From an optimization exercise on the open Yosys and OpenROAD flow, aimed at small area, a short achievable clock period and few clock cycles; shortcuts taken in it are not production practice. Only simulation tests tie the RTL to the original design; equivalence was not proved. No activity file was given, so power comes from the tool's default toggle rates.

## design/flow/config.mk

```make
export PLATFORM = sky130hd
export DESIGN_NAME = kiss_frame_receiver_core
export DESIGN_NICKNAME = kiss_frame_receiver_core
export VERILOG_FILES = /design/flow/design.v
export SDC_FILE = /design/flow/constraint.sdc
export NUM_CORES = 8
export LEC_CHECK = 0
export CAP_MARGIN = 20
export CORE_MARGIN = 2
export CORE_UTILIZATION = 65
export CTS_CLUSTER_DIAMETER = 70
export CTS_CLUSTER_SIZE = 32
export SETUP_SLACK_MARGIN = 5.0
export SLEW_MARGIN = 20
```

## design/flow/constraint.sdc

```tcl
create_clock -name core_clock -period 8.5 [get_ports {clock}]
set_input_delay 1.7000 -clock core_clock [delete_from_list [all_inputs] [get_ports {clock}]]
set_output_delay 1.7000 -clock core_clock [all_outputs]
set_load 0.01 [all_outputs]
```

## design/flow/design.v

```verilog
`timescale 1ns / 1ps
package kfr_pkg;
   localparam int BUF_DEPTH_DEFAULT = 512;
   localparam int CMD_W   = 2;
   localparam int BYTE_W  = 8;
   localparam int INDEX_W = 9;
   localparam int LEN_W   = 9;
   localparam int EV_W    = 2;
   localparam logic [BYTE_W-1:0] FEND  = 8'hC0;
   localparam logic [BYTE_W-1:0] FESC  = 8'hDB;
   localparam logic [BYTE_W-1:0] TFEND = 8'hDC;
   localparam logic [BYTE_W-1:0] TFESC = 8'hDD;
   localparam int MIN_FRAME_LEN = 16;
   localparam int LAST_CHECKED  = 13;
   localparam logic [CMD_W-1:0] CMD_BYTE    = 2'd0;
   localparam logic [CMD_W-1:0] CMD_READ    = 2'd1;
   localparam logic [CMD_W-1:0] CMD_RELEASE = 2'd2;
   localparam logic [EV_W-1:0] EV_NONE    = 2'd0;
   localparam logic [EV_W-1:0] EV_ACCEPT  = 2'd1;
   localparam logic [EV_W-1:0] EV_DISCARD = 2'd2;
endpackage
`timescale 1ns / 1ps
module kfr_frame_mem #(
   localparam int L  = 16,           
   localparam int NR = 32            
) (
   input  logic          clock,
   input  logic [7:0]    wr_hi,      
   input  logic [7:0]    wr_lo,      
   input  logic [7:0]    wr_data,
   input  logic [NR-1:0] rd_ring,    
   input  logic          rd_bank,    
   output logic [7:0]    rd_data
);
   logic [1:0][NR-1:0][L-1:0][7:0] st;     
   logic [1:0][NR-1:0]             ring_we;
   logic [1:0][7:0]                rd_bank_data;
   for (genvar b = 0; b < 2; b++) begin : g_bank
      for (genvar r = 0; r < NR; r++) begin : g_ring
         assign ring_we[b][r] = wr_hi[4*b + r/8] && wr_lo[r%8];
         always_ff @(posedge clock) begin
            for (int p = 0; p < L - 1; p++) begin
               st[b][r][p] <= st[b][r][p+1];
            end
            st[b][r][L-1] <= ring_we[b][r] ? wr_data : st[b][r][0];
         end
      end
   end
   always_comb begin
      for (int b = 0; b < 2; b++) begin
         rd_bank_data[b] = '0;
         for (int r = 0; r < NR; r++) begin
            rd_bank_data[b] = rd_bank_data[b] | ({8{rd_ring[r]}} & st[b][r][L-1]);
         end
      end
   end
   assign rd_data = rd_bank ? rd_bank_data[1] : rd_bank_data[0];
endmodule
`timescale 1ns / 1ps
import kfr_pkg::*;
module kiss_frame_receiver_core #(
   parameter  int BUF_DEPTH = kfr_pkg::BUF_DEPTH_DEFAULT,
   localparam int AW        = $clog2(BUF_DEPTH)
) (
   input  logic                        clock,
   input  logic                        reset,
   input  logic                        req_valid,
   output logic                        req_ready,
   input  logic [kfr_pkg::CMD_W-1:0]   req_command,
   input  logic [kfr_pkg::BYTE_W-1:0]  req_rx_byte,
   input  logic [kfr_pkg::INDEX_W-1:0] req_read_index,
   output logic                        rsp_valid,
   input  logic                        rsp_ready,
   output logic                        rsp_frame_ready,
   output logic [kfr_pkg::LEN_W-1:0]   rsp_frame_length,
   output logic [kfr_pkg::BYTE_W-1:0]  rsp_read_data,
   output logic [kfr_pkg::EV_W-1:0]    rsp_event_res
);
   localparam int L  = 16;                           
   localparam int NR = 32;                           
   localparam int RW = 1 + LEN_W + BYTE_W + EV_W;    
   localparam int NS = 2;                            
   localparam int K  = NS + 1;                       
   typedef struct packed {
      logic              data;       
      logic              fend;       
      logic              read;
      logic              rel;
      logic [BYTE_W-1:0] byte_v;
      logic              tf;         
      logic              tfend;
      logic              fesc;
      logic [AW-1:0]     ridx;       
   } req_t;
   function automatic logic [L-1:0] dec16(input logic [3:0] v);
      dec16 = '0;
      dec16[v] = 1'b1;
   endfunction
   function automatic logic [NR-1:0] dec32(input logic [4:0] v);
      dec32 = '0;
      dec32[v] = 1'b1;
   endfunction
   function automatic logic [L-1:0] ge16(input logic [3:0] v);    
      for (int j = 0; j < L; j++) ge16[j] = (4'(j) >= v);
   endfunction
   logic       ready_ff;
   logic       acc;
   req_t       req_in;
   logic       a_v_ff, s_v_ff;
   req_t       a_ff, s_ff;
   logic [L-1:0]  a_rlo_ff;          
   logic [NR-1:0] a_rhi_ff;          
   req_t          a_in;
   logic       stall, adv, a_free;
   assign req_ready = ready_ff;
   assign acc       = req_valid && ready_ff;
   always_comb begin
      req_in.data   = (req_command == CMD_BYTE) && (req_rx_byte != FEND);
      req_in.fend   = (req_command == CMD_BYTE) && (req_rx_byte == FEND);
      req_in.read   = (req_command == CMD_READ);
      req_in.rel    = (req_command == CMD_RELEASE);
      req_in.byte_v = req_rx_byte;
      req_in.tf     = (req_rx_byte == TFEND) || (req_rx_byte == TFESC);
      req_in.tfend  = (req_rx_byte == TFEND);
      req_in.fesc   = (req_rx_byte == FESC);
      req_in.ridx   = AW'(req_read_index) + 1'b1;
   end
   assign a_in   = s_v_ff ? s_ff : req_in;
   assign adv    = a_v_ff && !stall;
   assign a_free = !a_v_ff || adv;
   always_ff @(posedge clock) begin
      if (reset) begin
         a_v_ff <= 1'b0;
         s_v_ff <= 1'b0;
      end else if (a_free) begin
         a_v_ff <= s_v_ff || acc;
         s_v_ff <= s_v_ff && acc;
      end else begin
         s_v_ff <= s_v_ff || acc;
      end
      if (a_free) begin
         a_ff     <= a_in;
         a_rlo_ff <= dec16(a_in.ridx[3:0]);
         a_rhi_ff <= dec32(a_in.ridx[8:4]);
      end
      if (acc && !(a_free && !s_v_ff)) begin
         s_ff <= req_in;
      end
   end
   logic              held_ff, bank_ff, escf_ff, head_nz_ff;
   logic [AW-1:0]     head_ff;       
   logic [AW-1:0]     hm1_ff;        
   logic [AW-1:0]     hp1_ff;        
   logic [LEN_W-1:0]  len_ff;        
   logic [1:0][3:0]   hdr0_ff;       
   logic [1:0][13:1]  hdr1_ff;       
   logic [L-1:0]      t_oh_ff;       
   logic [L-1:0]      cap_oh, nx_oh;
   assign cap_oh = {t_oh_ff[0], t_oh_ff[L-1:1]};
   assign nx_oh  = {t_oh_ff[L-2:0], t_oh_ff[L-1]};
   logic [L-1:0]             wq_v_ff;
   logic [L-1:0]             wq_bank_ff;
   logic [L-1:0][4:0]        wq_ring_ff;
   logic [L-1:0][BYTE_W-1:0] wq_data_ff;
   logic [L-1:0]             pb_v_ff;
   logic [L-1:0][BYTE_W-1:0] pb_data_ff;
   logic [NR-1:0]            pb_hi_ff;
   logic [L-1:0]             pb_lo_ff;
   logic [L-1:0]             pb_ge_ff;
   logic [NR-1:0]            pb_hi1;       
   assign pb_hi1 = {pb_hi_ff[NR-2:0], pb_hi_ff[NR-1]};
   function automatic logic in_win(input logic [AW-1:0] a, input logic [NR-1:0] hi,
                                   input logic [NR-1:0] hi1, input logic [L-1:0] ge);
      in_win = (hi[a[8:4]] && ge[a[3:0]]) || (hi1[a[8:4]] && !ge[a[3:0]]);
   endfunction
   logic              is_data, is_fend, is_read, is_rel;
   logic              unesc;
   logic              wr_bank;
   logic [AW-1:0]     wr_addr;
   logic [L-1:0]      wr_oh;
   logic [4:0]        wr_ring;
   logic [BYTE_W-1:0] wr_data;
   logic [L-1:0]      wq_pend;
   logic              wr_conflict;
   logic              do_write;
   logic [1:0]        hdr_bad;
   logic [AW-1:0]     rd_addr, rd_addr_p1;
   logic              rd_inwin, rd_hit, seq_hit, win_move;
   logic              win_head, win_hm1, snoop;
   logic [BYTE_W-1:0] rdata;
   logic [BYTE_W-1:0] cap_data;
   logic              held_in, bank_in, escf_in;
   logic [AW-1:0]     head_in;
   logic [LEN_W-1:0]  len_in;
   logic [EV_W-1:0]   ev;
   logic              flip;
   assign is_data = a_v_ff && a_ff.data;
   assign is_fend = a_v_ff && a_ff.fend;
   assign is_read = a_v_ff && a_ff.read;
   assign is_rel  = a_v_ff && a_ff.rel;
   assign unesc   = head_nz_ff && escf_ff && a_ff.tf;
   assign wr_bank = bank_ff ^ held_ff;
   assign wr_addr = unesc ? hm1_ff : head_ff;
   assign wr_oh   = unesc ? dec16(hm1_ff[3:0]) : dec16(head_ff[3:0]);
   assign wr_ring = wr_addr[8:4];
   assign wr_data = !unesc ? a_ff.byte_v : a_ff.tfend ? FEND : FESC;
   assign wq_pend     = wq_v_ff & ~t_oh_ff;
   assign wr_conflict = !unesc && wq_pend[head_ff[3:0]];
   assign do_write    = is_data && !wr_conflict;
   assign rd_addr    = a_ff.ridx;
   assign rd_addr_p1 = rd_addr + 1'b1;
   logic rd_hi_eq, rd_hi_eq1, rd_ge, rd_lo_eq, rd_v;
   assign rd_hi_eq   = |(a_rhi_ff & pb_hi_ff);
   assign rd_hi_eq1  = |(a_rhi_ff & pb_hi1);
   assign rd_ge      = |(a_rlo_ff & pb_ge_ff);
   assign rd_lo_eq   = |(a_rlo_ff & pb_lo_ff);
   assign rd_v       = |(a_rlo_ff & pb_v_ff);
   assign rd_inwin   = (rd_hi_eq && rd_ge) || (rd_hi_eq1 && !rd_ge);
   assign rd_hit     = rd_inwin && rd_v;
   assign seq_hit    = is_read && rd_v && rd_hi_eq && rd_lo_eq;
   assign win_move   = flip || (is_read && !rd_inwin) || (is_read && rd_hit && !seq_hit);
   always_comb begin
      rdata = '0;
      for (int k = 0; k < L; k++) rdata = rdata | ({BYTE_W{a_rlo_ff[k]}} & pb_data_ff[k]);
   end
   assign stall = (is_data && wr_conflict) || (is_read && !rd_hit);
   assign win_head = in_win(head_ff, pb_hi_ff, pb_hi1, pb_ge_ff);
   assign win_hm1  = in_win(hm1_ff, pb_hi_ff, pb_hi1, pb_ge_ff);
   assign snoop    = do_write && !held_ff && (unesc ? win_hm1 : win_head);
   for (genvar b = 0; b < 2; b++) begin : g_hdr
      assign hdr_bad[b] = (hdr0_ff[b] != '0) || (hdr1_ff[b] != '0);
   end
   always_comb begin
      held_in = held_ff;
      bank_in = bank_ff;
      escf_in = escf_ff;
      head_in = head_ff;
      len_in  = len_ff;
      ev      = EV_NONE;
      flip    = 1'b0;
      if (is_fend) begin
         if (held_ff) begin
            head_in = '0;
         end else if (head_nz_ff) begin
            head_in = '0;
            if ((head_ff >= AW'(MIN_FRAME_LEN)) && !hdr_bad[bank_ff]) begin
               held_in = 1'b1;
               len_in  = LEN_W'(hm1_ff);
               ev      = EV_ACCEPT;
            end else begin
               ev      = EV_DISCARD;
            end
         end
      end else if (do_write) begin
         if (unesc) begin
            escf_in = !a_ff.tfend;
         end else begin
            escf_in = a_ff.fesc;
            head_in = hp1_ff;
         end
      end else if (is_rel && held_ff) begin
         held_in = 1'b0;
         bank_in = !bank_ff;
         len_in  = '0;
         flip    = 1'b1;
      end
   end
   always_ff @(posedge clock) begin
      if (reset) begin
         held_ff    <= 1'b0;
         bank_ff    <= 1'b0;
         escf_ff    <= 1'b0;
         head_ff    <= '0;
         hm1_ff     <= '1;
         hp1_ff     <= AW'(1);
         head_nz_ff <= 1'b0;
         len_ff     <= '0;
         t_oh_ff    <= L'(1);
      end else begin
         held_ff    <= held_in;
         bank_ff    <= bank_in;
         escf_ff    <= escf_in;
         head_ff    <= head_in;
         if (do_write && !unesc) begin
            hm1_ff     <= head_ff;
            hp1_ff     <= hp1_ff + 1'b1;
            head_nz_ff <= (hp1_ff != '0);
         end else if (is_fend) begin
            hm1_ff     <= '1;
            hp1_ff     <= AW'(1);
            head_nz_ff <= 1'b0;
         end
         len_ff     <= len_in;
         t_oh_ff    <= nx_oh;
      end
      if (do_write && (wr_addr == '0)) begin
         hdr0_ff[wr_bank] <= wr_data[3:0];
      end
      for (int i = 1; i <= 13; i++) begin
         if (do_write && (wr_addr == AW'(i))) begin
            hdr1_ff[wr_bank][i] <= wr_data[0];
         end
      end
   end
   logic [7:0]        dr_hi_ff, dr_lo_ff;     
   logic [BYTE_W-1:0] dr_data_ff;
   logic [NR-1:0]     cap_ring_ff;            
   logic              cap_skip_ff;            
   logic              cap_blk_ff;             
   kfr_frame_mem u_mem (
      .clock   (clock),
      .wr_hi   (dr_hi_ff),
      .wr_lo   (dr_lo_ff),
      .wr_data (dr_data_ff),
      .rd_ring (cap_ring_ff),
      .rd_bank (bank_ff),
      .rd_data (cap_data)
   );
   logic ge_t, lo_t;
   assign ge_t = |(pb_ge_ff & t_oh_ff);
   assign lo_t = |(pb_lo_ff & t_oh_ff);
   logic              nx_w, nx_v, nx_bank;
   logic [4:0]        nx_ring;
   logic [BYTE_W-1:0] nx_data;
   always_comb begin
      nx_w    = do_write && ((wr_oh & nx_oh) != '0);
      nx_v    = nx_w || ((wq_v_ff & nx_oh) != '0);
      nx_bank = 1'b0;
      nx_ring = '0;
      nx_data = '0;
      for (int k = 0; k < L; k++) begin
         if (nx_oh[k]) begin
            nx_bank = nx_bank | wq_bank_ff[k];
            nx_ring = nx_ring | wq_ring_ff[k];
            nx_data = nx_data | wq_data_ff[k];
         end
      end
      if (nx_w) begin
         nx_bank = wr_bank;
         nx_ring = wr_ring;
         nx_data = wr_data;
      end
   end
   always_ff @(posedge clock) begin
      if (reset) begin
         dr_hi_ff   <= '0;
         cap_blk_ff <= 1'b0;
      end else begin
         for (int i = 0; i < 8; i++) dr_hi_ff[i] <= nx_v && ({nx_bank, nx_ring[4:3]} == 3'(i));
         cap_blk_ff <= do_write && ((wr_oh & t_oh_ff) != '0);
      end
      for (int i = 0; i < 8; i++) dr_lo_ff[i] <= (nx_ring[2:0] == 3'(i));
      dr_data_ff  <= nx_data;
      cap_ring_ff <= (seq_hit ? (ge_t && !lo_t && !pb_lo_ff[L-1]) : ge_t) ? pb_hi_ff : pb_hi1;
      cap_skip_ff <= reset || win_move;
   end
   logic [L-1:0] cap_set;
   assign cap_set = (cap_blk_ff || cap_skip_ff) ? '0 : (cap_oh & ~(seq_hit ? pb_lo_ff : '0));
   always_ff @(posedge clock) begin
      if (reset) begin
         wq_v_ff  <= '0;
         pb_v_ff  <= '0;
         pb_hi_ff <= NR'(1);
         pb_lo_ff <= L'(2);
         pb_ge_ff <= 16'hfffe;
      end else begin
         wq_v_ff <= (wq_v_ff & ~t_oh_ff) | (do_write ? wr_oh : '0);
         if (flip) begin
            pb_v_ff  <= '0;
            pb_hi_ff <= NR'(1);
            pb_lo_ff <= L'(2);
            pb_ge_ff <= 16'hfffe;
         end else if (is_read && !rd_inwin) begin
            pb_v_ff  <= '0;
            pb_hi_ff <= dec32(rd_addr[8:4]);
            pb_lo_ff <= dec16(rd_addr[3:0]);
            pb_ge_ff <= ge16(rd_addr[3:0]);
         end else if (is_read && rd_hit && !seq_hit) begin
            pb_v_ff  <= '0;
            pb_hi_ff <= dec32(rd_addr_p1[8:4]);
            pb_lo_ff <= dec16(rd_addr_p1[3:0]);
            pb_ge_ff <= ge16(rd_addr_p1[3:0]);
         end else begin
            if (seq_hit) begin
               if (pb_lo_ff[L-1]) begin
                  pb_hi_ff <= pb_hi1;
                  pb_ge_ff <= '1;
               end else begin
                  pb_ge_ff <= pb_ge_ff & ~pb_lo_ff;
               end
               pb_lo_ff <= {pb_lo_ff[L-2:0], pb_lo_ff[L-1]};
            end
            pb_v_ff <= (pb_v_ff & ~(seq_hit ? pb_lo_ff : '0)) | cap_set | (snoop ? wr_oh : '0);
         end
      end
      for (int k = 0; k < L; k++) begin
         if (do_write && wr_oh[k]) begin
            wq_bank_ff[k] <= wr_bank;
            wq_ring_ff[k] <= wr_ring;
            wq_data_ff[k] <= wr_data;
         end
         if (snoop && wr_oh[k]) begin
            pb_data_ff[k] <= wr_data;
         end else if (cap_oh[k] && !cap_blk_ff && !cap_skip_ff) begin
            pb_data_ff[k] <= cap_data;
         end
      end
   end
   logic [RW-1:0]     push_word;
   logic [RW-1:0]     rsp_ff;
   logic              rsp_valid_ff;
   logic [RW-1:0]     sk_ff [NS];
   logic              sk_wp_ff, sk_rp_ff;
   logic [1:0]        sk_cnt_ff;
   logic [1:0]        cnt_ff;        
   logic              pop, take, from_sk, to_sk;
   logic [1:0]        cnt_in;
   logic              s_v_in;
   assign push_word = {held_in, len_in, is_read ? rdata : 8'h00, ev};
   assign pop       = rsp_valid_ff && rsp_ready;
   assign take      = !rsp_valid_ff || rsp_ready;       
   assign from_sk   = take && (sk_cnt_ff != '0);
   assign to_sk     = adv && !(take && (sk_cnt_ff == '0));
   assign cnt_in    = cnt_ff + 2'(acc) - 2'(pop);
   assign s_v_in    = a_free ? (s_v_ff && acc) : (s_v_ff || acc);
   always_ff @(posedge clock) begin
      if (reset) begin
         rsp_valid_ff <= 1'b0;
         sk_wp_ff     <= '0;
         sk_rp_ff     <= '0;
         sk_cnt_ff    <= '0;
         cnt_ff       <= '0;
         ready_ff     <= 1'b1;
      end else begin
         if (take) begin
            rsp_valid_ff <= from_sk || adv;
         end
         if (to_sk) begin
            sk_wp_ff <= !sk_wp_ff;
         end
         if (from_sk) begin
            sk_rp_ff <= !sk_rp_ff;
         end
         sk_cnt_ff <= sk_cnt_ff + 2'(to_sk) - 2'(from_sk);
         cnt_ff    <= cnt_in;
         ready_ff  <= !s_v_in && (cnt_in < 2'(K));
      end
      if (take) begin
         rsp_ff <= from_sk ? sk_ff[sk_rp_ff] : push_word;
      end
      if (a_v_ff && !(take && (sk_cnt_ff == '0))) begin
         sk_ff[sk_wp_ff] <= push_word;
      end
   end
   assign rsp_valid = rsp_valid_ff;
   assign {rsp_frame_ready, rsp_frame_length, rsp_read_data, rsp_event_res} = rsp_ff;
endmodule
```

## design/flow/run.sh

```bash
#!/bin/bash
# synth_recipe.tcl (not shown) runs the flow's synth.tcl, then flattens the netlist and writes it again
# the make line also repeats each setting of config.mk as NAME=value (left out here)
make -C /OpenROAD-flow-scripts/flow DESIGN_CONFIG=/design/flow/config.mk WORK_HOME=/design/flow/orfs CLKGATE_MAP_FILE= SYNTH_SCRIPT=/design/flow/synth_recipe.tcl finish
```

==> results.json, run 1 <==
{
  "area_growth_pct": 8.32,
  "crit_required_ns": 9.17,
  "p_total_mw": 64.9,
  "cts-root-buf": "clkbuf_16",
  "rows": 207,
  "io_buffers": 44,
  "power_frac_comb": 0.034,
  "first_pass_iters": 6,
  "fin_setup_tns_ns": 0,
  "seq_power_share": 0.662,
  "finalSetupViolCount": 0,
  "cts_htree_levels": 5,
  "final_nets": 12529,
  "fin_skew_ns": 0.0938,
  "fp.dieH_um": 569,
  "critPathCaptureType": "register",
  "layout.cells.most_common": "dfxtp_1",
  "hold_path.class": "reg2reg",
  "io_pins": 45,
  "start_util": 0.653,
  "drive_gt1_frac": 0.120,
  "place.gp.congestion": 0.850,
  "p_leak_nw": 89.0,
  "timing.final.ws_setup_ns": 4.88,
  "final_cell_mix": "dfxtp_1 (8388), mux2_2 (591), edfxtp_1 (517)",
  "dp_cells": 16243,
  "slowest_stage": "a221oi_4",
  "avgSynthCellArea_um2": 17.0,
  "yosysTopAreaCell": "dfxtp_1",
  "cp-start-kind": "register",
  "overflow": 0,
  "synth_edf_count": 517,
  "internal-power_mw": 50.7,
  "ys_seq_area_frac": 0.887,
  "drcViolationCount": 0,
  "routed_wl_um": 442000,
  "grt_pass1_wl_um": 623000,
  "track_usage": 0.268,
  "syn-num-nets": 12257,
  "rsz0062_at_grt": "true",
  "postRouteAntennaNets": 0,
  "max_freq_mhz": 277,
  "yosys-top-cells-area": "dfxtp_1 (81%), edfxtp_1 (7.5%), mux2_2 (3.2%)",
  "maxCapViolCount": 0,
  "ys_warn_count": 2,
  "crit_fanout": 11,
  "hpwl_um": 271000,
  "ys_ff_latch": 8955,
  "die_w_um": 569,
  "synthCells": 12207,
  "drtIter0Drc": 7348,
  "synth_top_cell_area_share": 0.813,
  "core-area_um2": 318000,
  "relSlewSlack": 0.208,
  "grt_antenna_before_repair": 38,
  "grt_pass1_vias": 87991,
  "fin_util": 0.708,
  "ir_worst_vdd_uv": 235,
  "finalCriticalPeriod_ns": 3.62,
  "finalCritPeriodShare": 0.425,
  "cp.arrival_ns": 4.29,
  "ys_types": 72,
  "fin_cells": 16750,
  "syn-cell-area_um2": 208000,
  "cts_num_sinks": 8955,
  "clockBufferDepth": 4,
  "clockPowerShare": 0.304,
  "switchingPower_mw": 14.1,
  "sw_frac_of_total": 0.218,
  "worstPathCellList": "buf_4 > buf_4 > a22o_1 > a221oi_4 > nand3_1 > nor2_4 > nand4_1 > o21ai_4 > buf_6 > clkbuf_16 > mux2i_1",
  "dpl_worst_slack_ns": 3.81,
  "insertion_delay_ns": 0.98,
  "clkTransAtPathRegs_ns": 0.11,
  "cts_tree": "done",
  "worst_pin_slew_ns": 1.19,
  "ys.flop_type": "dfxtp_1",
  "hold_violations": 0,
  "crit_top_cell": "buf_4",
  "slew_viol_final": 0,
  "status": "finished clean",
  "vias": 88116,
  "dieArea_um2": 324000,
  "crit_type": "reg2reg",
  "grt_max_degree": 76,
  "avgRoutedWirePerCell_um": 26.4,
  "vias_per_cell": 5.26,
  "power.density_nw_per_um2": 288,
  "cts_buffers": 335,
  "async_reset_ff_frac": 0,
  "max_stage_delay_ns": 0.41
}
## synthesized netlist by cell type (all sizes together), types with 4 or more instances
master and number:
a211oi 8, a21o 16, a21oi 161, a221oi 152, a222oi 17, a22o 133, a22oi 270, a31oi 42
a32oi 8, and2 21, and3 23, and3b 4, and4 10, buf 55, clkbuf 305, dfxtp 8438
edfxtp 517, ha 27, inv 74, mux2 591, mux2i 174, mux4 35, nand2 272, nand2b 28
nand3 118, nand3b 7, nand4 63, nor2 216, nor2b 40, nor3 76, nor3b 12, nor4 31
o211ai 5, o21a 13, o21ai 116, o22ai 4, o31ai 9, o32ai 5, or3 12, or4 9
xnor2 37, xor2 12
## layer usage
layer  vias up  routed length (um)  track usage
met5         -                  41            0
li1      40968                   -            -
met4         8               15100       0.0820
met1     44097              206000        0.393
met2      2386              200000        0.424
met3       657               21600       0.0299
## flip-flops by register name, indices dropped and copies added (netlist names), 20 cells and up, named ones only
name / cells
pb_data_ff: 128
wq_ring_ff: 80
sk_ff: 40
a_rhi_ff: 32
hdr1_ff: 25
a_ff: 24
cap_ring_ff: 32
u_mem.st: 8192
pb_hi_ff: 32
s_ff: 24
rsp_ff: 20
wq_data_ff: 128
## area by class of cell
cell class	count	area (um2)
Antenna cell	20	50.0
Multi-Input combinational cell	2818	22800
Tap cell	4180	5230
Sequential cell	8955	185000
Timing Repair Buffer	293	2570
Clock buffer	349	8510
Clock inverter	59	1140
Inverter	76	305
Fill cell	19299	92900
## critical path, delay by kind of cell (launching register included)
family,cells,cell delay [ns]
simple gates,3,0.93
buf+inv,4,0.90
compound gates,3,1.09
flops,1,0.30
mux,1,0.07
## power by group through the flow
stage	registers (mW)	clock network [mW]	logic [mW]
after CTS	42.9	19.9	2.11
after global routing	43.0	21.3	2.26
after global placement	43.9	0	2.00
final	42.9	19.7	2.18
after detailed placement	43.9	0	2.00
after floorplan	43.6	0	1.08
## what timing repair did
action,CTS,global route
hold buffers,0,0
cloned,1,2
gates resized for setup,198,92
setup endpoints to repair,834,501
buffers inserted,44,31
pin swaps,18,22
## final timing paths
kind	startpoint	endpoint	cells past startpoint	slack, ns
max reg2reg	cap_ring_ff[25]$_DFF_P_	pb_data_ff[97]$_DFFE_PP_	11	4.88
max	cap_ring_ff[25]$_DFF_P_	pb_data_ff[97]$_DFFE_PP_	11	4.88
min	u_mem.st[4819]$_DFF_P_	u_mem.st[4811]$_DFF_P_	0	0.27
min reg2reg	u_mem.st[4819]$_DFF_P_	u_mem.st[4811]$_DFF_P_	0	0.27
## cells by family after synthesis
kind of cell,Yosys count,synth area share
flops,8955,0.887
compound gates,988,0.0343
simple gates,951,0.0222
mux,800,0.0442
buf+inv,436,0.00808
xor+xnor,49,0.00206
fa+ha+maj,28,0.00167
## per-stage QoR
stage	cell area, um2	hold slack [ns]
floorplan	208000	0.310
global placement	214000	0.310
detailed placement	214000	0.312
CTS	224000	0.269
global route	225000	0.265
finish	225000	0.271
Testbench counts, summed over its fixed seeds: cycles 36,226.
==> run 2, diff against run 1 <==
--- a/design/flow/design.v
+++ b/design/flow/design.v
@@ -446,5 +446,7 @@
          ready_ff  <= !s_v_in && (cnt_in < 2'(K));
       end
-      if (take) begin
+      if (reset) begin
+         rsp_ff <= '0;
+      end else if (take) begin
          rsp_ff <= from_sk ? sk_ff[sk_rp_ff] : push_word;
       end
--- a/design/flow/config.mk
+++ b/design/flow/config.mk
@@ -9,6 +9,6 @@
 export CORE_MARGIN = 2
 export CORE_UTILIZATION = 65
-export CTS_CLUSTER_DIAMETER = 70
-export CTS_CLUSTER_SIZE = 32
+export CTS_CLUSTER_DIAMETER = 60
+export CTS_CLUSTER_SIZE = 24
 export SETUP_SLACK_MARGIN = 5.0
 export SLEW_MARGIN = 20
==> results.json, run 2 <==
{
  "rsz0062_at_grt": "true",
  "drtIter0Drc": 7793,
  "vias_per_cell": 5.27,
  "avgRoutedWirePerCell_um": 26.0,
  "top_regs": "u_mem.st x8192, pb_data_ff x128, wq_data_ff x128",
  "rows": 207,
  "clockBufferDepth": 4,
  "area_growth_pct": 9.56,
  "final_cell_mix": "dfxtp_1 (8414), mux2_2 (576), edfxtp_1 (497)",
  "drive_gt1_frac": 0.126,
  "core-area_um2": 319000,
  "clkTransAtPathRegs_ns": 0.09,
  "io_pins": 45,
  "synth_top_cell_area_share": 0.812,
  "p_leak_nw": 89.9,
  "finalCriticalPeriod_ns": 3.52,
  "synth_edf_count": 497,
  "crit_top_cell": "buf_4",
  "finalSetupViolCount": 0,
  "ys.flop_type": "dfxtp_1",
  "io_buffers": 44,
  "fin_setup_tns_ns": 0,
  "routed_wl_um": 439000,
  "drcViolationCount": 0,
  "power.density_nw_per_um2": 298,
  "regMostFlops": "u_mem.st",
  "grt_antenna_before_repair": 38,
  "place.gp.congestion": 0.860,
  "ir_worst_vdd_uv": 253,
  "grt_pass1_vias": 90521,
  "insertion_delay_ns": 1.01,
  "synth_common_cells": "dfxtp_1 (8458), mux2_2 (576), edfxtp_1 (497), clkbuf_1 (279), a22oi_1 (258)",
  "cp.arrival_ns": 4.22,
  "status": "finished clean",
  "crit_type": "reg2reg",
  "overflow": 0,
  "worst_pin_slew_ns": 1.17,
  "postRouteAntennaNets": 0,
  "placedInstanceArea_um2": 214000,
  "maxCapViolCount": 0,
  "vias": 89092,
  "hold_path.class": "reg2reg",
  "critPathCaptureType": "register",
  "crit_fanout": 16,
  "relSlewSlack": 0.213,
  "final_nets": 12610,
  "layout.cells.most_common": "dfxtp_1",
  "cts-root-buf": "clkbuf_16",
  "yosysTopAreaCell": "dfxtp_1",
  "cp-start-kind": "register",
  "first_pass_iters": 6,
  "cp.buffers_inverters": 3,
  "synth.most_common_cell": "dfxtp_1",
  "worstPathCellList": "buf_4 > buf_4 > a222oi_1 > nand4_1 > o21ai_4 > buf_12 > mux2i_1",
  "ys_types": 101,
  "finalCritPeriodShare": 0.414,
  "dieArea_um2": 325000,
  "ys_warn_count": 2,
  "cts_tree": "done",
  "max_freq_mhz": 284,
  "max_stage_delay_ns": 0.96,
  "grt_pass1_wl_um": 629000,
  "fin_util": 0.717,
  "cts_num_sinks": 8955,
  "hpwl_um": 268000,
  "reg2reg_setup_slack_ns": 4.98,
  "die_w_um": 570,
  "syn-num-nets": 12265,
  "largest_register_ffs": 8192,
  "avgSynthCellArea_um2": 17.1,
  "crit_required_ns": 9.20,
  "ys_seq_area_frac": 0.884,
  "ys_ff_latch": 8955,
  "cts_buffers": 447,
  "hold_violations": 0,
  "async_reset_ff_frac": 0,
  "grt_max_degree": 60,
  "fin_skew_ns": 0.0794,
  "track_usage": 0.268,
  "start_util": 0.654,
  "post-route-cell-area_um2": 228000,
  "fp.dieH_um": 570,
  "slew_viol_final": 0,
  "slowest_stage": "a222oi_1",
  "syn-cell-area_um2": 208000,
  "synthCells": 12215,
  "yosys-top-cells-area": "dfxtp_1 (81%), edfxtp_1 (7.2%), mux2_2 (3.1%)",
  "cts_htree_levels": 5,
  "fillers": 19249,
  "cp_top_family": "compound AO/OA/AOI/OAI gates"
}
## run 2: cell types whose count changed after synthesis, moves of 24 or more
cell,previous run,this run
a21oi_1,161,127
a221oi_1,152,126
clkbuf_1,303,279
nand2_1,270,235
o21ai_0,106,64
## run 2: path summary, 6_finish.rpt
| path | from | end | cells past startpoint |
|---|---|---|---|
| worst max-delay path | cap_ring_ff[27]$_DFF_P_ | pb_data_ff[58]$_DFFE_PP_ | 7 |
| worst min-delay path | u_mem.st[791]$_DFF_P_ | u_mem.st[783]$_DFF_P_ | 0 |
| worst max register to register | cap_ring_ff[27]$_DFF_P_ | pb_data_ff[58]$_DFFE_PP_ | 7 |
| worst min register to register | u_mem.st[791]$_DFF_P_ | u_mem.st[783]$_DFF_P_ | 0 |
## run 2: report_power, final
| part | switching (mW) | leakage [nW] | total [mW] | internal, mW |
|---|---|---|---|---|
| sequential | 0.422 | 73.1 | 42.9 | 42.5 |
| combinational | 1.43 | 10.4 | 2.05 | 0.619 |
| clock | 12.8 | 6.41 | 23.1 | 10.3 |
## run 2: cell type report
| class | count | area, um2 | area share |
|---|---|---|---|
| Sequential cell | 8955 | 184000 | 0.807 |
| Multi-Input combinational cell | 2825 | 23000 | 0.101 |
| Clock buffer | 488 | 11600 | 0.0508 |
| Tap cell | 4180 | 5230 | 0.0229 |
| Timing Repair Buffer | 255 | 2290 | 0.0100 |
| Clock inverter | 102 | 1480 | 0.00648 |
| Inverter | 76 | 337 | 0.00147 |
| Antenna cell | 11 | 27.5 | 0.000121 |
## run 2: cells by family (layout without fill, tap and decap cells)
kind of cell	after synthesis	in the layout	synth area share
AO/OA/AOI/OAI	1002	1002	0.0361
XOR/XNOR	37	37	0.00155
adder cells (fa/ha/maj)	28	28	0.00167
buffers and inverters	436	921	0.00851
flip-flops	8955	8955	0.884
multiplexers	801	801	0.0443
other	0	11	0
AND/OR/NAND/NOR	956	957	0.0239
## run 2: what timing repair did
action | in CTS | in global routing
setup buffers | 42 | 27
pin swaps | 20 | 13
hold buffers | 0 | 0
gates resized for setup | 108 | 62
gates cloned | 3 | 1
setup endpoints to repair | 734 | 534
## run 2: layer usage
| layer | wire length, um | global-route usage | up-vias |
|---|---|---|---|
| li1 | - | - | 41378 |
| met2 | 197000 | 0.415 | 2401 |
| met5 | 27 | 0 | - |
| met4 | 10900 | 0.0697 | 4 |
| met3 | 20700 | 0.0326 | 614 |
| met1 | 210000 | 0.402 | 44695 |
## run 2: stage by stage
| step | hold WS (ns) | setup WS, ns | cells | total power, mW |
|---|---|---|---|---|
| finish | 0.275 | 4.98 | 16892 | 68.1 |
| global route | 0.271 | 4.97 | 16884 | 69.9 |
| CTS | 0.270 | 4.82 | 16853 | 68.3 |
| detailed placement | 0.312 | 3.97 | 16218 | 45.9 |
| global placement | 0.309 | 3.96 | 16218 | 45.9 |
| floorplan | 0.310 | 4.46 | 12215 | 44.7 |
Testbench counts of run 2, summed over its fixed seeds: cycles 36,226.
==> run 3, diff against run 2 <==
--- a/design/flow/design.v
+++ b/design/flow/design.v
@@ -101,6 +101,19 @@
       dec32[v] = 1'b1;
    endfunction
-   function automatic logic [L-1:0] ge16(input logic [3:0] v);    
-      for (int j = 0; j < L; j++) ge16[j] = (4'(j) >= v);
+   function automatic logic [L-1:0] rotl16(input logic [L-1:0] v);
+      rotl16 = {v[L-2:0], v[L-1]};
+   endfunction
+   function automatic logic [L-1:0] rotr16(input logic [L-1:0] v);
+      rotr16 = {v[0], v[L-1:1]};
+   endfunction
+   function automatic logic [NR-1:0] rotl32(input logic [NR-1:0] v);
+      rotl32 = {v[NR-2:0], v[NR-1]};
+   endfunction
+   function automatic logic [NR-1:0] rotr32(input logic [NR-1:0] v);
+      rotr32 = {v[0], v[NR-1:1]};
+   endfunction
+   function automatic logic [L-1:0] ge_oh(input logic [L-1:0] v);
+      ge_oh[0] = v[0];
+      for (int j = 1; j < L; j++) ge_oh[j] = ge_oh[j-1] | v[j];
    endfunction
    logic       ready_ff;
@@ -126,4 +139,10 @@
       req_in.ridx   = AW'(req_read_index) + 1'b1;
    end
+   logic [L-1:0]  a_rlo_in;
+   logic [NR-1:0] a_rhi_in;
+   assign a_rlo_in = s_v_ff ? dec16(s_ff.ridx[3:0]) : rotl16(dec16(req_read_index[3:0]));
+   assign a_rhi_in = s_v_ff ? dec32(s_ff.ridx[8:4])
+                   : (req_read_index[3:0] == 4'hf) ? rotl32(dec32(req_read_index[8:4]))
+                                                  : dec32(req_read_index[8:4]);
    assign a_in   = s_v_ff ? s_ff : req_in;
    assign adv    = a_v_ff && !stall;
@@ -141,6 +160,6 @@
       if (a_free) begin
          a_ff     <= a_in;
-         a_rlo_ff <= dec16(a_in.ridx[3:0]);
-         a_rhi_ff <= dec32(a_in.ridx[8:4]);
+         a_rlo_ff <= a_rlo_in;
+         a_rhi_ff <= a_rhi_in;
       end
       if (acc && !(a_free && !s_v_ff)) begin
@@ -152,4 +171,8 @@
    logic [AW-1:0]     hm1_ff;        
    logic [AW-1:0]     hp1_ff;        
+   logic [L-1:0]      hlo_ff;        
+   logic [NR-1:0]     hhi_ff;        
+   logic [L-1:0]      mlo;           
+   logic [NR-1:0]     mhi;           
    logic [LEN_W-1:0]  len_ff;        
    logic [1:0][3:0]   hdr0_ff;       
@@ -170,8 +193,4 @@
    logic [NR-1:0]            pb_hi1;       
    assign pb_hi1 = {pb_hi_ff[NR-2:0], pb_hi_ff[NR-1]};
-   function automatic logic in_win(input logic [AW-1:0] a, input logic [NR-1:0] hi,
-                                   input logic [NR-1:0] hi1, input logic [L-1:0] ge);
-      in_win = (hi[a[8:4]] && ge[a[3:0]]) || (hi1[a[8:4]] && !ge[a[3:0]]);
-   endfunction
    logic              is_data, is_fend, is_read, is_rel;
    logic              unesc;
@@ -185,5 +204,5 @@
    logic              do_write;
    logic [1:0]        hdr_bad;
-   logic [AW-1:0]     rd_addr, rd_addr_p1;
+   logic [AW-1:0]     rd_addr;
    logic              rd_inwin, rd_hit, seq_hit, win_move;
    logic              win_head, win_hm1, snoop;
@@ -202,12 +221,13 @@
    assign wr_bank = bank_ff ^ held_ff;
    assign wr_addr = unesc ? hm1_ff : head_ff;
-   assign wr_oh   = unesc ? dec16(hm1_ff[3:0]) : dec16(head_ff[3:0]);
+   assign mlo     = rotr16(hlo_ff);
+   assign mhi     = hlo_ff[0] ? rotr32(hhi_ff) : hhi_ff;
+   assign wr_oh   = unesc ? mlo : hlo_ff;
    assign wr_ring = wr_addr[8:4];
    assign wr_data = !unesc ? a_ff.byte_v : a_ff.tfend ? FEND : FESC;
    assign wq_pend     = wq_v_ff & ~t_oh_ff;
-   assign wr_conflict = !unesc && wq_pend[head_ff[3:0]];
+   assign wr_conflict = !unesc && ((wq_pend & hlo_ff) != '0);
    assign do_write    = is_data && !wr_conflict;
    assign rd_addr    = a_ff.ridx;
-   assign rd_addr_p1 = rd_addr + 1'b1;
    logic rd_hi_eq, rd_hi_eq1, rd_ge, rd_lo_eq, rd_v;
    assign rd_hi_eq   = |(a_rhi_ff & pb_hi_ff);
@@ -225,6 +245,8 @@
    end
    assign stall = (is_data && wr_conflict) || (is_read && !rd_hit);
-   assign win_head = in_win(head_ff, pb_hi_ff, pb_hi1, pb_ge_ff);
-   assign win_hm1  = in_win(hm1_ff, pb_hi_ff, pb_hi1, pb_ge_ff);
+   assign win_head = (|(pb_hi_ff & hhi_ff) && |(pb_ge_ff & hlo_ff)) ||
+                     (|(pb_hi1 & hhi_ff) && !(|(pb_ge_ff & hlo_ff)));
+   assign win_hm1  = (|(pb_hi_ff & mhi) && |(pb_ge_ff & mlo)) ||
+                     (|(pb_hi1 & mhi) && !(|(pb_ge_ff & mlo)));
    assign snoop    = do_write && !held_ff && (unesc ? win_hm1 : win_head);
    for (genvar b = 0; b < 2; b++) begin : g_hdr
@@ -277,4 +299,6 @@
          len_ff     <= '0;
          t_oh_ff    <= L'(1);
+         hlo_ff     <= L'(1);
+         hhi_ff     <= NR'(1);
       end else begin
          held_ff    <= held_in;
@@ -286,8 +310,12 @@
             hp1_ff     <= hp1_ff + 1'b1;
             head_nz_ff <= (hp1_ff != '0);
+            hlo_ff     <= rotl16(hlo_ff);
+            hhi_ff     <= hlo_ff[L-1] ? rotl32(hhi_ff) : hhi_ff;
          end else if (is_fend) begin
             hm1_ff     <= '1;
             hp1_ff     <= AW'(1);
             head_nz_ff <= 1'b0;
+            hlo_ff     <= L'(1);
+            hhi_ff     <= NR'(1);
          end
          len_ff     <= len_in;
@@ -355,6 +383,23 @@
       cap_skip_ff <= reset || win_move;
    end
-   logic [L-1:0] cap_set;
-   assign cap_set = (cap_blk_ff || cap_skip_ff) ? '0 : (cap_oh & ~(seq_hit ? pb_lo_ff : '0));
+   logic              cd_v_ff;
+   logic [L-1:0]      cd_oh_ff;
+   logic [BYTE_W-1:0] cd_data_ff;
+   logic              cap_ok, cd_ok;
+   logic [L-1:0]      inval;         
+   assign inval  = seq_hit ? pb_lo_ff : '0;
+   assign cap_ok = !cap_blk_ff && !cap_skip_ff && !win_move &&
+                   ((cap_oh & inval) == '0) && !(snoop && ((wr_oh & cap_oh) != '0));
+   assign cd_ok  = cd_v_ff && !win_move &&
+                   ((cd_oh_ff & inval) == '0) && !(snoop && ((wr_oh & cd_oh_ff) != '0));
+   always_ff @(posedge clock) begin
+      if (reset) begin
+         cd_v_ff <= 1'b0;
+      end else begin
+         cd_v_ff <= cap_ok;
+      end
+      cd_oh_ff   <= cap_oh;
+      cd_data_ff <= cap_data;
+   end
    always_ff @(posedge clock) begin
       if (reset) begin
@@ -373,12 +418,12 @@
          end else if (is_read && !rd_inwin) begin
             pb_v_ff  <= '0;
-            pb_hi_ff <= dec32(rd_addr[8:4]);
-            pb_lo_ff <= dec16(rd_addr[3:0]);
-            pb_ge_ff <= ge16(rd_addr[3:0]);
+            pb_hi_ff <= a_rhi_ff;
+            pb_lo_ff <= a_rlo_ff;
+            pb_ge_ff <= ge_oh(a_rlo_ff);
          end else if (is_read && rd_hit && !seq_hit) begin
             pb_v_ff  <= '0;
-            pb_hi_ff <= dec32(rd_addr_p1[8:4]);
-            pb_lo_ff <= dec16(rd_addr_p1[3:0]);
-            pb_ge_ff <= ge16(rd_addr_p1[3:0]);
+            pb_hi_ff <= a_rlo_ff[L-1] ? rotl32(a_rhi_ff) : a_rhi_ff;
+            pb_lo_ff <= rotl16(a_rlo_ff);
+            pb_ge_ff <= a_rlo_ff[L-1] ? '1 : ge_oh(rotl16(a_rlo_ff));
          end else begin
             if (seq_hit) begin
@@ -391,5 +436,5 @@
                pb_lo_ff <= {pb_lo_ff[L-2:0], pb_lo_ff[L-1]};
             end
-            pb_v_ff <= (pb_v_ff & ~(seq_hit ? pb_lo_ff : '0)) | cap_set | (snoop ? wr_oh : '0);
+            pb_v_ff <= (pb_v_ff & ~inval) | (cd_ok ? cd_oh_ff : '0) | (snoop ? wr_oh : '0);
          end
       end
@@ -402,6 +447,6 @@
          if (snoop && wr_oh[k]) begin
             pb_data_ff[k] <= wr_data;
-         end else if (cap_oh[k] && !cap_blk_ff && !cap_skip_ff) begin
-            pb_data_ff[k] <= cap_data;
+         end else if (cd_oh_ff[k] && cd_v_ff) begin
+            pb_data_ff[k] <= cd_data_ff;
          end
       end
==> design/flow/flow/run.sh (new file) <==
#!/bin/bash
set -euo pipefail
bash standard.sh SETUP_SLACK_MARGIN=5.6 finish > flow_make.log 2>&1
==> design/flow/standard.sh (new file) <==
#!/bin/bash
# synth_recipe.tcl (not shown) runs the flow's synth.tcl, then flattens the netlist and writes it again
# the make line also repeats each setting of config.mk as NAME=value (left out here)
make -C /OpenROAD-flow-scripts/flow DESIGN_CONFIG=/design/flow/config.mk WORK_HOME=/design/flow/orfs CLKGATE_MAP_FILE= SYNTH_SCRIPT=/design/flow/synth_recipe.tcl "${@:-finish}"
--- a/design/flow/config.mk
+++ b/design/flow/config.mk
@@ -11,4 +11,3 @@
 export CTS_CLUSTER_DIAMETER = 60
 export CTS_CLUSTER_SIZE = 24
-export SETUP_SLACK_MARGIN = 5.0
 export SLEW_MARGIN = 20
removed: design/flow/run.sh
==> results.json, run 3 <==
{
  "status": "finished clean",
  "synth.most_common_cell": "dfxtp_1",
  "start_util": 0.654,
  "hold_path.class": "reg2reg",
  "cp.arrival_ns": 3.94,
  "ys_seq_area_frac": 0.882,
  "area_growth_pct": 12.4,
  "io_pins": 45,
  "yosysTopAreaCell": "dfxtp_1",
  "cts_buffers": 449,
  "clockPowerShare": 0.316,
  "top_layer_used": "met5",
  "fin_cells": 17497,
  "cp-start-kind": "register",
  "critPathCaptureType": "register",
  "ys_ff_latch": 9019,
  "yosys-top-cells-area": "dfxtp_1 (81%), edfxtp_1 (7.0%), mux2_2 (3.7%)",
  "p_total_mw": 72.8,
  "hpwl_um": 265000,
  "first_pass_iters": 6,
  "synth_top_family_by_area": "multiplexers",
  "cp.buffers_inverters": 4,
  "fin_setup_tns_ns": 0,
  "cts_tree": "done",
  "async_reset_ff_frac": 0,
  "clkTransAtPathRegs_ns": 0.09,
  "cts_num_sinks": 9019,
  "top_regs": "u_mem.st x8192, pb_data_ff x128, wq_data_ff x128",
  "grt_antenna_before_repair": 27,
  "cp_top_family": "simple AND/OR/NAND/NOR gates",
  "switchingPower_mw": 17.2,
  "crit_required_ns": 9.20,
  "routed_wl_um": 461000,
  "crit_fanout": 8,
  "ir_worst_vdd_uv": 357,
  "finalCritPeriodShare": 0.381,
  "seq_power_share": 0.604,
  "synth_simple_gate_area_frac": 0.0234,
  "ys.flop_type": "dfxtp_1",
  "vias_per_cell": 5.32,
  "grt_pass1_vias": 93913,
  "fp.dieH_um": 573,
  "overflow": 0,
  "finalCriticalPeriod_ns": 3.24,
  "synth_edf_count": 488,
  "relSlewSlack": 0.169,
  "slew_viol_final": 0,
  "synthCells": 12442,
  "p_leak_nw": 92.8,
  "drcViolationCount": 0,
  "synthAdderAreaFrac": 0.00125,
  "rows": 208,
  "slowest_stage": "nor4b_4",
  "avgRoutedWirePerCell_um": 26.4,
  "worstPathCellList": "buf_12 > buf_16 > mux2_4 > a222oi_1 > nand2_4 > nor4b_4 > nor4_4 > buf_12 > buf_16 > nand3_4 > mux2_4",
  "core-area_um2": 321000,
  "holdBufCountCts": 0,
  "internal-power_mw": 55.5,
  "power.density_nw_per_um2": 308,
  "cts-root-buf": "clkbuf_16",
  "ys_warn_count": 2,
  "sw_frac_of_total": 0.237,
  "power_frac_comb": 0.080,
  "synth_common_cells": "dfxtp_1 (8531), mux2_2 (697), edfxtp_1 (488), nand2_1 (379), clkbuf_1 (344)",
  "final_cell_mix": "dfxtp_1 (8442), mux2_2 (641), edfxtp_1 (488)",
  "largest_register_ffs": 8192,
  "final_nets": 13086,
  "cts_htree_levels": 5,
  "synth_xor_xnor_area_share": 0.00117,
  "syn-num-nets": 12486,
  "drive_gt1_frac": 0.172,
  "dieArea_um2": 328000,
  "io_buffers": 44,
  "worst_pin_slew_ns": 1.25,
  "wl_met1_um": 214000,
  "finalSetupViolCount": 0,
  "syn-cell-area_um2": 210000,
  "wl_met3_um": 26000,
  "clockBufferDepth": 4,
  "maxCapViolCount": 0,
  "grt_max_degree": 86,
  "max_freq_mhz": 309,
  "rsz0062_at_grt": "true",
  "fin_skew_ns": 0.0927,
  "place.gp.congestion": 0.872,
  "insertion_delay_ns": 1.00,
  "ys_types": 80,
  "synthMuxAreaShare": 0.0426,
  "crit_type": "reg2reg",
  "die_w_um": 573,
  "vias": 93043,
  "met2WireLength_um": 205000,
  "synth_compound_area_frac": 0.0409,
  "hold_ws_ns": 0.270,
  "drtIter0Drc": 7809,
  "synth_top_cell_area_share": 0.813,
  "hold_violations": 0,
  "track_usage": 0.277,
  "grt_pass1_wl_um": 655000,
  "fin_util": 0.735,
  "regMostFlops": "u_mem.st",
  "max_stage_delay_ns": 0.50,
  "layout.cells.most_common": "dfxtp_1",
  "dp_cells": 16543,
  "avgSynthCellArea_um2": 16.9,
  "postRouteAntennaNets": 0
}
[run 3: area by class of cell]
| class | instances | area, um2 |
|---|---|---|
| clock inverter | 93 | 1280 |
| antenna | 10 | 25.0 |
| sequential | 9019 | 186000 |
| multi-input combinational | 2996 | 25900 |
| clock buffer | 498 | 11700 |
| fill | 18832 | 85100 |
| inverter | 43 | 173 |
| timing repair buffer | 533 | 6250 |
| tap | 4305 | 5390 |
[run 3: through the flow]
stage | cell area, um2 | worst slack, ns
after floorplan | 211000 | 5.41
after global placement | 216000 | 3.58
after detailed placement | 216000 | 3.69
after CTS | 234000 | 5.26
after global routing | 236000 | 5.20
final | 236000 | 5.26
[run 3: timing repair]
| action | in CTS | in global routing |
|---|---|---|
| buffers inserted | 179 | 89 |
| gates resized for setup | 623 | 304 |
| pin swaps | 75 | 146 |
| setup endpoints to repair | 964 | 650 |
| hold endpoints to repair | 0 | 0 |
| gates cloned | 61 | 24 |
[run 3: routing by layer]
| layer | up-vias | track usage |
|---|---|---|
| li1 | 42819 | - |
| met1 | 46505 | 0.410 |
| met2 | 2862 | 0.425 |
| met3 | 855 | 0.0398 |
| met4 | 2 | 0.0856 |
| met5 | - | 0 |
[run 3: worst reg2reg max path: cells and delay by family, from the launching register on]
kind                   cells  cell delay (ns)
AOI/OAI and AO/OA          1             0.45
buffers and inverters      4             0.66
DFF                        1             0.40
muxes                      2             0.65
and+or+nand+nor            4             0.84
[run 3: final timing paths]
kind / startpoint / to / slack, ns / depth (start not counted)
max: hlo_ff[0]$_SDFFE_PP1P_ / pb_data_ff[50]$_DFFE_PP_ / 5.26 / 11
min: u_mem.st[6877]$_DFF_P_ / u_mem.st[6869]$_DFF_P_ / 0.27 / 0
max reg2reg: hlo_ff[0]$_SDFFE_PP1P_ / pb_data_ff[50]$_DFFE_PP_ / 5.26 / 11
min reg2reg: u_mem.st[6877]$_DFF_P_ / u_mem.st[6869]$_DFF_P_ / 0.27 / 0
[run 3: kinds of logic (layout without fill, tap and decap cells)]
logic type | count (synthesis) | in the layout
and+or+nand+nor | 980 | 1001
buffers and inverters | 450 | 1167
adders and majority gates | 21 | 21
AOI/OAI and AO/OA | 1146 | 1148
DFF | 9019 | 9019
muxes | 798 | 798
xor gates and xnor gates | 28 | 28
other | 0 | 10
[run 3: power by group through the flow]
stage	logic [mW]	clock network (mW)	registers [mW]
3_5_place_dp	3.81	0	45.0
2_1_floorplan	2.10	0	44.3
3_3_place_gp	3.80	0	45.0
5_1_grt	5.96	24.8	44.0
4_1_cts	5.05	23.3	43.9
6_report	5.83	23.0	43.9
Testbench counts of run 3, summed over its fixed seeds: cycles 36,233.
==> run 4, diff against run 3 <==
==> design/flow/run.sh (new file) <==
#!/bin/bash
# synth_recipe.tcl (not shown) runs the flow's synth.tcl, then flattens the netlist and writes it again
# the make line also repeats each setting of config.mk as NAME=value (left out here)
make -C /OpenROAD-flow-scripts/flow DESIGN_CONFIG=/design/flow/config.mk WORK_HOME=/design/flow/orfs CLKGATE_MAP_FILE= SYNTH_SCRIPT=/design/flow/synth_recipe.tcl finish
--- a/design/flow/config.mk
+++ b/design/flow/config.mk
@@ -11,3 +11,4 @@
 export CTS_CLUSTER_DIAMETER = 60
 export CTS_CLUSTER_SIZE = 24
+export SETUP_SLACK_MARGIN = 5.0
 export SLEW_MARGIN = 20
removed: design/flow/flow/run.sh
removed: design/flow/standard.sh
==> results.json, run 4 <==
{
  "status": "finished clean",
  "grt_antenna_before_repair": 42,
  "grt_pass1_vias": 91348,
  "layout.cells.most_common": "dfxtp_1",
  "finalSetupViolCount": 0,
  "p_leak_nw": 89.8,
  "area_growth_pct": 9.29,
  "top_regs": "u_mem.st x8192, pb_data_ff x128, wq_data_ff x128",
  "io_pins": 45,
  "crit_type": "reg2reg",
  "routed_wl_um": 443000,
  "ys_types": 80,
  "hold_depth": 0,
  "track_usage": 0.266,
  "synth_edf_count": 488,
  "ys_warn_count": 2,
  "cp.arrival_ns": 4.06,
  "ys_ff_latch": 9019,
  "drive_gt1_frac": 0.123,
  "cp-start-kind": "register",
  "core-area_um2": 321000,
  "slowest_stage": "and2_1",
  "finalCritPeriodShare": 0.411,
  "final_cell_mix": "dfxtp_1 (8505), mux2_2 (697), edfxtp_1 (488)",
  "cts_buffers": 450,
  "fillers": 19260,
  "dieArea_um2": 328000,
  "grt_pass1_wl_um": 633000,
  "synth_common_cells": "dfxtp_1 (8531), mux2_2 (697), edfxtp_1 (488), nand2_1 (379), clkbuf_1 (344)",
  "crit_fanout": 25,
  "largest_register_ffs": 8192,
  "max_stage_delay_ns": 0.96,
  "vias": 90595,
  "cts-root-buf": "clkbuf_16",
  "drtIter0Drc": 7553,
  "crit_required_ns": 9.07,
  "start_util": 0.654,
  "seqCellArea_um2": 186000,
  "fp.dieH_um": 573,
  "rr_startpoint": "t_oh_ff[10]$_SDFF_PP0_",
  "reg2reg_setup_slack_ns": 5.01,
  "die_w_um": 573,
  "cts_htree_levels": 5,
  "clkTransAtPathRegs_ns": 0.09,
  "syn-cell-area_um2": 210000,
  "fin_skew_ns": 0.0873,
  "insertion_delay_ns": 1.00,
  "critPathCaptureType": "register",
  "cts_num_sinks": 9019,
  "ys_seq_area_frac": 0.882,
  "rows": 208,
  "yosysTopAreaCell": "dfxtp_1",
  "overflow": 0,
  "drcViolationCount": 0,
  "finalCriticalPeriod_ns": 3.49,
  "hp-start": "u_mem.st[8108]$_DFF_P_",
  "cts_tree": "done",
  "io_buffers": 44,
  "rsz0062_at_grt": "true",
  "place.gp.congestion": 0.879,
  "worstReg2RegEnd": "wq_data_ff[36]$_DFFE_PP_",
  "synthCells": 12442,
  "placedInstanceArea_um2": 216000,
  "first_pass_iters": 9,
  "regMostFlops": "u_mem.st",
  "postRouteAntennaNets": 0,
  "fin_setup_tns_ns": 0,
  "worstPathCellList": "buf_12 > nand3b_1 > nand4_1 > or4_4 > a21boi_2 > and2_1",
  "synth.most_common_cell": "dfxtp_1",
  "syn-num-nets": 12486,
  "async_reset_ff_frac": 0,
  "ys.flop_type": "dfxtp_1",
  "vias_per_cell": 5.28,
  "reg2regPathDepth": 6,
  "final_nets": 12762,
  "hold_violations": 0,
  "hpwl_um": 268000,
  "ir_worst_vdd_uv": 290,
  "hold_end": "u_mem.st[8100]$_DFF_P_",
  "clockBufferDepth": 4,
  "worst_pin_slew_ns": 1.20,
  "avgSynthCellArea_um2": 16.9,
  "maxCapViolCount": 0,
  "yosys-top-cells-area": "dfxtp_1 (81%), edfxtp_1 (7.0%), mux2_2 (3.7%)",
  "multiInputGateArea_um2": 23500,
  "holdBufCountCts": 0,
  "avgRoutedWirePerCell_um": 25.8,
  "slew_viol_final": 0,
  "post-route-cell-area_um2": 230000,
  "power.density_nw_per_um2": 309,
  "grt_max_degree": 88,
  "synth_top_cell_area_share": 0.813,
  "relSlewSlack": 0.200,
  "hold_path.class": "reg2reg",
  "max_freq_mhz": 286
}
run 4: layout make-up:
cell class / count / area share
Timing Repair Buffer: 226 / 0.00885
Multi-Input combinational cell: 2978 / 0.102
Clock buffer: 499 / 0.0513
Inverter: 43 / 0.000708
Tap cell: 4305 / 0.0234
Antenna cell: 11 / 0.000120
Sequential cell: 9019 / 0.807
Clock inverter: 92 / 0.00595
run 4: logic make-up after synthesis:
family	synth area share
flops	0.882
fa+ha+maj	0.00125
simple gates	0.0234
buf+inv	0.00841
xor+xnor	0.00117
mux	0.0426
compound gates	0.0409
run 4: through the flow:
| stage | total power, mW | worst slack, ns | hold slack (ns) | cells | utilization |
|---|---|---|---|---|---|
| finish | 71.1 | 5.01 | 0.289 | 17173 | 0.715 |
| global placement | 48.7 | 3.79 | 0.310 | 16542 | 0.671 |
| CTS | 71.3 | 5.00 | 0.288 | 17145 | 0.713 |
| floorplan | 46.4 | 5.01 | 0.310 | 12442 | - |
| detailed placement | 48.7 | 3.72 | 0.312 | 16546 | 0.671 |
| global route | 73.0 | 4.97 | 0.280 | 17164 | 0.715 |
run 4: power by group:
| group | switching, mW | total (mW) | internal (mW) |
|---|---|---|---|
| combinational | 2.93 | 4.01 | 1.07 |
| sequential | 0.751 | 43.9 | 43.1 |
| clock | 12.8 | 23.2 | 10.3 |
run 4: per-layer routing:
metal | vias up | GRT usage | routed length [um]
met2 | 2413 | 0.417 | 200000
met1 | 45411 | 0.400 | 211000
met4 | 0 | 0.0702 | 11500
met3 | 679 | 0.0283 | 20400
met5 | - | 0 | 0
li1 | 42092 | - | -
run 4: worst max-delay path by stage:
stage,slack [ns],to,cells past startpoint,start
final,5.01,wq_data_ff[36]$_DFFE_PP_,6,t_oh_ff[10]$_SDFF_PP0_
after global routing,4.97,pb_data_ff[53]$_DFFE_PP_,12,t_oh_ff[0]$_SDFF_PP1_
after CTS,5.00,pb_data_ff[112]$_DFFE_PP_,10,t_oh_ff[0]$_SDFF_PP1_
after detailed placement,3.72,hhi_ff[4]$_SDFFE_PP0P_,5,reset
after global placement,3.79,hhi_ff[0]$_SDFFE_PP1P_,6,reset
after floorplan,5.01,a_ff[10]$_DFFE_PN_,7,a_rlo_ff[5]$_DFFE_PN_
run 4: repair_timing:
item                                    4_1_cts  5_1_grt
pin swaps                                     4        9
buffers inserted                              6        9
endpoints found under the setup margin      816      442
gates resized for setup                      91       66
endpoints found under the hold margin         0        0
gates cloned                                  2        8
run 4: worst max-delay path: cells and delay by family (launching register included):
kind                   cells  cell delay [ns]
AOI/OAI and AO/OA          1             0.53
buffers and inverters      1             0.21
DFF                        1             0.37
and+or+nand+nor            4             1.96
==> run 5, diff against run 4 <==
==> design/flow/flow/run.sh (new file) <==
#!/bin/bash
set -euo pipefail
bash standard.sh SETUP_SLACK_MARGIN=5.3 finish > flow_make.log 2>&1
==> design/flow/standard.sh (new file) <==
#!/bin/bash
# synth_recipe.tcl (not shown) runs the flow's synth.tcl, then flattens the netlist and writes it again
# the make line also repeats each setting of config.mk as NAME=value (left out here)
make -C /OpenROAD-flow-scripts/flow DESIGN_CONFIG=/design/flow/config.mk WORK_HOME=/design/flow/orfs CLKGATE_MAP_FILE= SYNTH_SCRIPT=/design/flow/synth_recipe.tcl "${@:-finish}"
--- a/design/flow/config.mk
+++ b/design/flow/config.mk
@@ -11,4 +11,3 @@
 export CTS_CLUSTER_DIAMETER = 60
 export CTS_CLUSTER_SIZE = 24
-export SETUP_SLACK_MARGIN = 5.0
 export SLEW_MARGIN = 20
removed: design/flow/run.sh
==> results.json, run 5 <==
{
  "synth_edf_count": 488,
  "core-area_um2": 321000,
  "clkTransAtPathRegs_ns": 0.09,
  "reg2regPathDepth": 13,
  "hold_depth": 0,
  "cp.arrival_ns": 3.98,
  "holdBufCountCts": 0,
  "finalCritPeriodShare": 0.384,
  "io_pins": 45,
  "syn-num-nets": 12486,
  "cts-root-buf": "clkbuf_16",
  "reg2reg_setup_slack_ns": 5.24,
  "worstReg2RegEnd": "pb_data_ff[51]$_DFFE_PP_",
  "layout.cells.most_common": "dfxtp_1",
  "place.gp.congestion": 0.865,
  "overflow": 0,
  "avgSynthCellArea_um2": 16.9,
  "maxCapViolCount": 0,
  "top_regs": "u_mem.st x8192, pb_data_ff x128, wq_data_ff x128",
  "critPathCaptureType": "register",
  "postRouteAntennaNets": 0,
  "drive_gt1_frac": 0.146,
  "use_met2": 0.417,
  "dp_cells": 16546,
  "ir_worst_vdd_uv": 291,
  "grt_pass1_wl_um": 639000,
  "finalCriticalPeriod_ns": 3.26,
  "clockBufferDepth": 4,
  "largest_register_ffs": 8192,
  "slew_viol_final": 0,
  "track_usage": 0.270,
  "hold_ws_ns": 0.284,
  "io_buffers": 44,
  "fin_setup_tns_ns": 0,
  "drtIter0Drc": 7882,
  "vias_per_cell": 5.31,
  "first_pass_iters": 8,
  "hold_violations": 0,
  "hold_path.class": "reg2reg",
  "status": "finished clean",
  "p_leak_nw": 91.0,
  "met3_usage": 0.0344,
  "ys_types": 80,
  "synth.most_common_cell": "dfxtp_1",
  "p_total_mw": 71.5,
  "cts_htree_levels": 5,
  "relSlewSlack": 0.192,
  "final_nets": 12852,
  "area_growth_pct": 10.5,
  "post-route-cell-area_um2": 232000,
  "die_w_um": 573,
  "drcViolationCount": 0,
  "rows": 208,
  "fp.dieH_um": 573,
  "hpwl_um": 265000,
  "cts_num_sinks": 9019,
  "syn-cell-area_um2": 210000,
  "cts_tree": "done",
  "grt.busiest_layer": "met2",
  "regMostFlops": "u_mem.st",
  "fin_skew_ns": 0.109,
  "crit_fanout": 8,
  "rsz0062_at_grt": "true",
  "yosys-top-cells-area": "dfxtp_1 (81%), edfxtp_1 (7.0%), mux2_2 (3.7%)",
  "routed_wl_um": 449000,
  "insertion_delay_ns": 1.00,
  "ys_warn_count": 2,
  "grt_max_degree": 88,
  "power.density_nw_per_um2": 308,
  "placedInstanceArea_um2": 216000,
  "synthCells": 12442,
  "max_freq_mhz": 307,
  "ys_seq_area_frac": 0.882,
  "avgRoutedWirePerCell_um": 26.0,
  "crit_type": "reg2reg",
  "cp-start-kind": "register",
  "grt_antenna_before_repair": 35,
  "vias": 91751,
  "synth_top_cell_area_share": 0.813,
  "grtUsageMet1": 0.405,
  "yosysTopAreaCell": "dfxtp_1",
  "ys.flop_type": "dfxtp_1",
  "ys_ff_latch": 9019,
  "fin_cells": 17265,
  "final_cell_mix": "dfxtp_1 (8449), mux2_2 (635), edfxtp_1 (488)",
  "crit_required_ns": 9.22,
  "cts_buffers": 451,
  "finalSetupViolCount": 0,
  "hold_end": "u_mem.st[6059]$_DFF_P_",
  "rr_startpoint": "hlo_ff[0]$_SDFFE_PP1P_",
  "synth_common_cells": "dfxtp_1 (8531), mux2_2 (697), edfxtp_1 (488), nand2_1 (379), clkbuf_1 (344)",
  "async_reset_ff_frac": 0,
  "grt_pass1_vias": 91885,
  "worst_pin_slew_ns": 1.21,
  "start_util": 0.654,
  "dieArea_um2": 328000,
  "hp-start": "u_mem.st[6067]$_DFF_P_"
}
## run 5: cell counts after synthesis
No cell type changed its count.
## run 5: worst max path at each step
stage,from,to,slack [ns],cells after the start
5_1_grt,t_oh_ff[4]$_SDFF_PP0_,sk_cnt_ff[1]$_SDFF_PP0_,5.18,14
4_1_cts,t_oh_ff[3]$_SDFF_PP0_,sk_cnt_ff[1]$_SDFF_PP0_,5.16,14
6_report,hlo_ff[0]$_SDFFE_PP1P_,pb_data_ff[51]$_DFFE_PP_,5.24,13
2_1_floorplan,req_read_index[4],a_rhi_ff[23]$_DFFE_PN_,5.30,7
3_3_place_gp,rsp_ready,sk_cnt_ff[1]$_SDFF_PP0_,3.67,9
3_5_place_dp,rsp_ready,sk_cnt_ff[1]$_SDFF_PP0_,3.75,9
## run 5: timing repair
item	in CTS	in global routing
gates cloned	34	9
endpoints found under the setup margin	851	619
gates resized for setup	385	190
pin swaps	33	46
setup buffers	35	36
## run 5: kinds of logic (layout without fill, tap and decap cells)
| logic type | Yosys count | in the layout | share of synthesized area |
|---|---|---|---|
| flops | 9019 | 9019 | 0.882 |
| compound gates | 1146 | 1146 | 0.0409 |
| simple gates | 980 | 997 | 0.0234 |
| mux | 798 | 798 | 0.0426 |
| buf+inv | 450 | 941 | 0.00841 |
| xor+xnor | 28 | 28 | 0.00117 |
| fa+ha+maj | 21 | 21 | 0.00125 |
| other cells | 0 | 10 | 0 |
## run 5: final cells by class
class / count / area, um2
timing repair buffer: 303 / 3290
fill: 19207 / 89100
inverter: 43 / 165
multi-input combinational: 2990 / 24600
clock inverter: 102 / 1500
antenna: 10 / 25.0
tap: 4305 / 5390
clock buffer: 493 / 11700
sequential: 9019 / 186000
## run 5: layer usage
layer,routed length (um),share of wire
met3,25200,0.056
met4,12900,0.029
met1,210000,0.47
met5,27,0.000060
met2,201000,0.45
## run 5: critical path: stages, from the launching register on
cell       delay, ns
dfxtp_4         0.43
buf_6           0.14
buf_16          0.13
mux2_4          0.32
buf_6           0.12
a22oi_2         0.17
nand3_1         0.11
or3b_4          0.40
nor4_4          0.15
buf_6           0.17
nor2_4          0.10
clkbuf_16       0.27
nand3_4         0.18
mux2_4          0.32
## run 5: metrics by stage
stage / util / setup WS [ns]
floorplan: - / 5.30
global placement: 0.671 / 3.67
detailed placement: 0.671 / 3.75
CTS: 0.719 / 5.16
global route: 0.723 / 5.18
finish: 0.723 / 5.24
## run 5: power by group
group          internal [mW]  total (mW)  switching [mW]
combinational           1.27        4.34            3.07
clock                   10.4        23.3            12.8
sequential              43.2        43.9           0.763
total                   54.9        71.5            16.6

static timing again, ports no longer ideal:
In the flow no input, the clock included, has a driving cell. The finished layouts below were timed again as built, in two steps. Step 1 assumes that a clkbuf_16 drives the clock port and a buf_2 every other input. Step 2 moves the port delays by t, midway between the first and last clock arrival at a register: inputs arrive t later, outputs are due t later. That takes back most of the time a late clock gives input paths. a / b / c = ideal / step 1 / step 2; a / b = the first two.
run	t, ns	setup WS [ns]	worst setup path at the end	worst data-port slew with drivers (ns)
run 1	1.048	4.884 / 4.884 / 4.150	input to register	0.04
run 2	1.075	4.983 / 4.983 / 4.123	input to register	0.05
run 3	1.062	5.260 / 5.231 / 4.503	input to register	0.07
run 4	1.062	5.009 / 5.009 / 4.189	input to register	0.06
run 5	1.050	5.240 / 5.240 / 4.287	input to register	0.05
After both steps every run listed still meets setup and hold. For run 5, which loses most, drivers alone change the setup slack by 0.000 ns; drivers and shift together by -0.953 ns.
